This is an optimization exercise on Yosys and OpenROAD, whose aim is small area, a short achievable clock period and few clock cycles per item, not a production implementation.
RTL that was checked went through simulation tests only; none was proved equivalent to the original.
No activity file was given, so power comes from the tool's default toggle rates.

// ray_grid_stepper
module ray_grid_stepper #(
    parameter int COORD_W   = 13,
    parameter int CELL_LOG2 = 6,
    parameter int GRID_LOG2 = 6,
    parameter int FRAC_W    = 8,
    parameter int MAX_STEPS = 64,
    parameter int RAM_LAT   = 1
) (
    input  logic                       clock,
    input  logic                       resetn,
    input  logic                       start,
    input  logic                       mode,
    input  logic                       dir_neg,
    input  logic [COORD_W-1:0]         player_x,
    input  logic [COORD_W-1:0]         player_y,
    input  logic [COORD_W+FRAC_W-1:0]  slope,
    output logic                       busy,
    output logic                       done,
    output logic                       hit,
    output logic                       out_of_bounds,
    output logic                       step_limit,
    output logic [COORD_W-1:0]         hit_x,
    output logic [COORD_W-1:0]         hit_y,
    output logic [7:0]                 steps,
    output logic                       grid_rd_en,
    output logic [2*GRID_LOG2-1:0]     grid_addr,
    input  logic                       grid_data
);
==> flow/config.mk <==
export PLATFORM = sky130hd
export DESIGN_NAME = ray_grid_stepper
export DESIGN_NICKNAME = ray_grid_stepper
export VERILOG_FILES = /design/flow/design.v
export SDC_FILE = /design/flow/constraint.sdc
export NUM_CORES = 4
export LEC_CHECK = 0
export CAP_MARGIN = 20
export CORE_MARGIN = 2
export CORE_UTILIZATION = 40
export PLACE_DENSITY = 0.6
export SLEW_MARGIN = 20
==> flow/constraint.sdc <==
create_clock -name core_clock -period 11.0 [get_ports {clock}]
set_input_delay 2.2000 -clock core_clock [delete_from_list [all_inputs] [get_ports {clock}]]
set_output_delay 2.2000 -clock core_clock [all_outputs]
set_load 0.01 [all_outputs]
standard.sh (not shown) runs the stock make flow with config.mk's settings and CLKGATE_MAP_FILE= SYNTH_SCRIPT=/design/flow/synth_recipe.tcl, a recipe that flattens the netlist after the stock synthesis.
==> flow/flow/run.sh <==
#!/bin/bash
set -o pipefail
export BUFFER_PORTS_ARGS="-buffer_cell sky130_fd_sc_hd__buf_1"
bash standard.sh SETUP_SLACK_MARGIN=6.5 finish > standard.log 2>&1
Testbench counts at the start, summed over its fixed seeds: cycles 12,152, rays 1,536.
Edit:
==> flow/run.sh (new file) <==
#!/bin/bash
# synth_recipe.tcl (not shown) runs the flow's synth.tcl, then flattens the netlist and writes it again
# the make line also repeats each setting of config.mk as NAME=value (left out here)
make -C /OpenROAD-flow-scripts/flow DESIGN_CONFIG=/design/flow/config.mk WORK_HOME=/design/flow/orfs CLKGATE_MAP_FILE= SYNTH_SCRIPT=/design/flow/synth_recipe.tcl finish
removed: flow/flow/run.sh
removed: flow/standard.sh
After rerunning: Maximum frequency drops by 12%. Synthesized cell count does not change. Clock skew is about the same. Design area shrinks by 5.5%. Global-route usage shrinks by 1.3 points. Clock-buffer cell count is unchanged. Non-clock buffer count drops by 59. Register-to-register slack gains 0.13 ns. Critical path depth went down by 4. Wire length decreases by 10%.
Edit:
==> flow/flow/run.sh (new file) <==
#!/bin/bash
set -o pipefail
export BUFFER_PORTS_ARGS="-buffer_cell sky130_fd_sc_hd__buf_1"
bash standard.sh SETUP_SLACK_MARGIN=5.8 finish > standard.log 2>&1
==> flow/standard.sh (new file) <==
#!/bin/bash
# synth_recipe.tcl (not shown) runs the flow's synth.tcl, then flattens the netlist and writes it again
# the make line also repeats each setting of config.mk as NAME=value (left out here)
make -C /OpenROAD-flow-scripts/flow DESIGN_CONFIG=/design/flow/config.mk WORK_HOME=/design/flow/orfs CLKGATE_MAP_FILE= SYNTH_SCRIPT=/design/flow/synth_recipe.tcl "${@:-finish}"
removed: flow/run.sh
Global-route usage increases by 0.58 points.
Routed wire length rose by 7.2%.
Design area fell by 0.87%.
Die area is unchanged.
Synthesized area is unchanged.

* * *

v26:
ray_grid_stepper, a different RTL version from the one above (not shown whole).
Size in the first run: roughly 810 cells after synthesis, about 110 I/O pins.
clock: 11.0 ns
lec_check: 0
cap_margin: 20
core_margin: 2
core_utilization: 60
place_density: 0.7
slew_margin: 20
synth_hierarchical: 1
synth_minimum_keep_size: 0
==> flow/flow/run.sh <==
#!/bin/bash
set -o pipefail
export BUFFER_PORTS_ARGS="-buffer_cell sky130_fd_sc_hd__buf_1"
bash standard.sh SETUP_SLACK_MARGIN=5.5 finish > standard.log 2>&1
Testbench counts of v26, summed over its fixed seeds: cycles 12,152, rays 1,536.
Inputs modified between v26 and v52:
Settings: CORE_UTILIZATION changed from 60 to 40; PLACE_DENSITY changed from 0.7 to 0.6.
## What came out
The run showing the greater total placed instance area is v52.
v52 against v26: area added between synthesis and finish rose 2.3 points; total routed wirelength climbed about 4%; combinational power neither gained nor lost much.
v26 -> v52: share of cell area taken by muxes after synthesis delta 0, exact match
v26 ended up with dir_neg as its launch point of the worst path; v52 ended up with mode.
v52 against v26: timing-limited maximum frequency went down, cell count went up.
The run showing the smaller worst setup slack is v52.
[v52] met2 track demand over resource fell 14 points relative to v26
#### Input delta (v54 over v52)
Settings: CTS_BUF_LIST: unset -> sky130_fd_sc_hd__clkbuf_8; PLACE_DENSITY: 0.6 -> 0.7; CORE_UTILIZATION: 40 -> 60.
Notes after the runs:
Diff v52 -> v54 | via count | up slightly
Measured against each other, v54 and v52 differ in switching power, the higher figure coming from v52.
Cmp v54 and v52 / clock-buffer cell count / lower: v54
Any difference in cell count after synthesis between v54 and v52 is small enough to ignore.
Of v54 and v52, the lower combinational power share belongs to v52.
Re wire length of the first global-routing pass: v54 is 4.6% down on v52.

* * *

Another version of the RTL of ray_grid_stepper (not shown whole).
Size in the first run: about 780 cells after synthesis, ~7900 um2 of cells after synthesis.
export LEC_CHECK = 0
export CAP_MARGIN = 20
export CORE_MARGIN = 2
export CORE_UTILIZATION = 70
export CTS_BUF_LIST = sky130_fd_sc_hd__clkbuf_8
export PLACE_DENSITY = 0.8
export SLEW_MARGIN = 20
export SYNTH_HIERARCHICAL = 1
export SYNTH_MINIMUM_KEEP_SIZE = 0
create_clock -name core_clock -period 11.0 [get_ports {clock}]
Scripts as last shown in full above: flow/flow/run.sh
The first run produced a clean layout.
Rerun with:
- CORE_UTILIZATION: 70 -> 60
- PLACE_DENSITY: 0.8 -> 0.7
What happened:
- The new run completed without violations
- global-route usage drops by 5.4 points
- sequential power decreases by about 1%
- combinational power is about the same
- via count goes down by 2.5%
- register-to-register slack improves by 80 ps
- power drops by about 1%
- sequential share of layout area goes down by 0.36 points
- worst setup slack gets better by 58 ps
- maximum frequency is higher by about 1.1%
- die area rose by 16%
- clock-buffer cell count goes down by 1
Rerun with:
==> flow/flow/run.sh (replaced) <==
#!/bin/bash
set -o pipefail
export BUFFER_PORTS_ARGS="-buffer_cell sky130_fd_sc_hd__buf_1"
bash standard.sh SETUP_SLACK_MARGIN=5.8 finish > standard.log 2>&1
Setup slack improves by 250 ps.
Wire length barely changes.
Sequential share of layout area barely changes.
Non-clock buffer count shrinks by 2.
Sequential power hardly moves.
Clock-buffer cell count stays the same.
Power grows by 2.3%.
Synthesized cell count stays the same.
No functional check of the RTL was part of any run of this note.

## port drivers added, routing unchanged
In the flow no input, the clock included, has a driving cell. The finished layouts below were timed again as built, in two steps.
Step 1 (the two cells are an assumption about what drives the block):
set clk [get_ports {clock}]
set_driving_cell -lib_cell sky130_fd_sc_hd__clkbuf_16 $clk
set_driving_cell -lib_cell sky130_fd_sc_hd__buf_2 [delete_from_list [all_inputs] $clk]
Step 2 times the ports against the registers' clock, not the clock port: input delays grow and output delays shrink by t, the midpoint of the rising clock arrivals with the driver on.
Three values: ideal ports, drivers, drivers and shift; two values: the first two.
run | t (ns) | setup slack, ns | worst setup path after step 2
the first run of note 1 | 0.381 | 5.902 / 5.785 / 5.404 | input to register
the second run of note 1 | 0.385 | 5.234 / 5.259 / 4.875 | input to register
the third run of note 1 | 0.386 | 5.843 / 5.838 / 5.452 | input to register
v26 | 0.387 | 5.628 / 5.645 / 5.262 | input to register
v52 | 0.392 | 5.609 / 5.588 / 5.196 | input to register
v54 | 0.411 | 5.663 / 5.626 / 5.291 | input to register
the first run of note 3 | 0.410 | 5.543 / 5.546 / 5.136 | input to register
the second run of note 3 | 0.411 | 5.602 / 5.618 / 5.207 | input to register
the third run of note 3 | 0.416 | 5.856 / 5.812 / 5.395 | input to register
After both steps setup and hold are still met in every run listed. The setup slack of the first run of note 1, which loses most, moves by -0.117 ns with the drivers and by -0.498 ns with both steps.
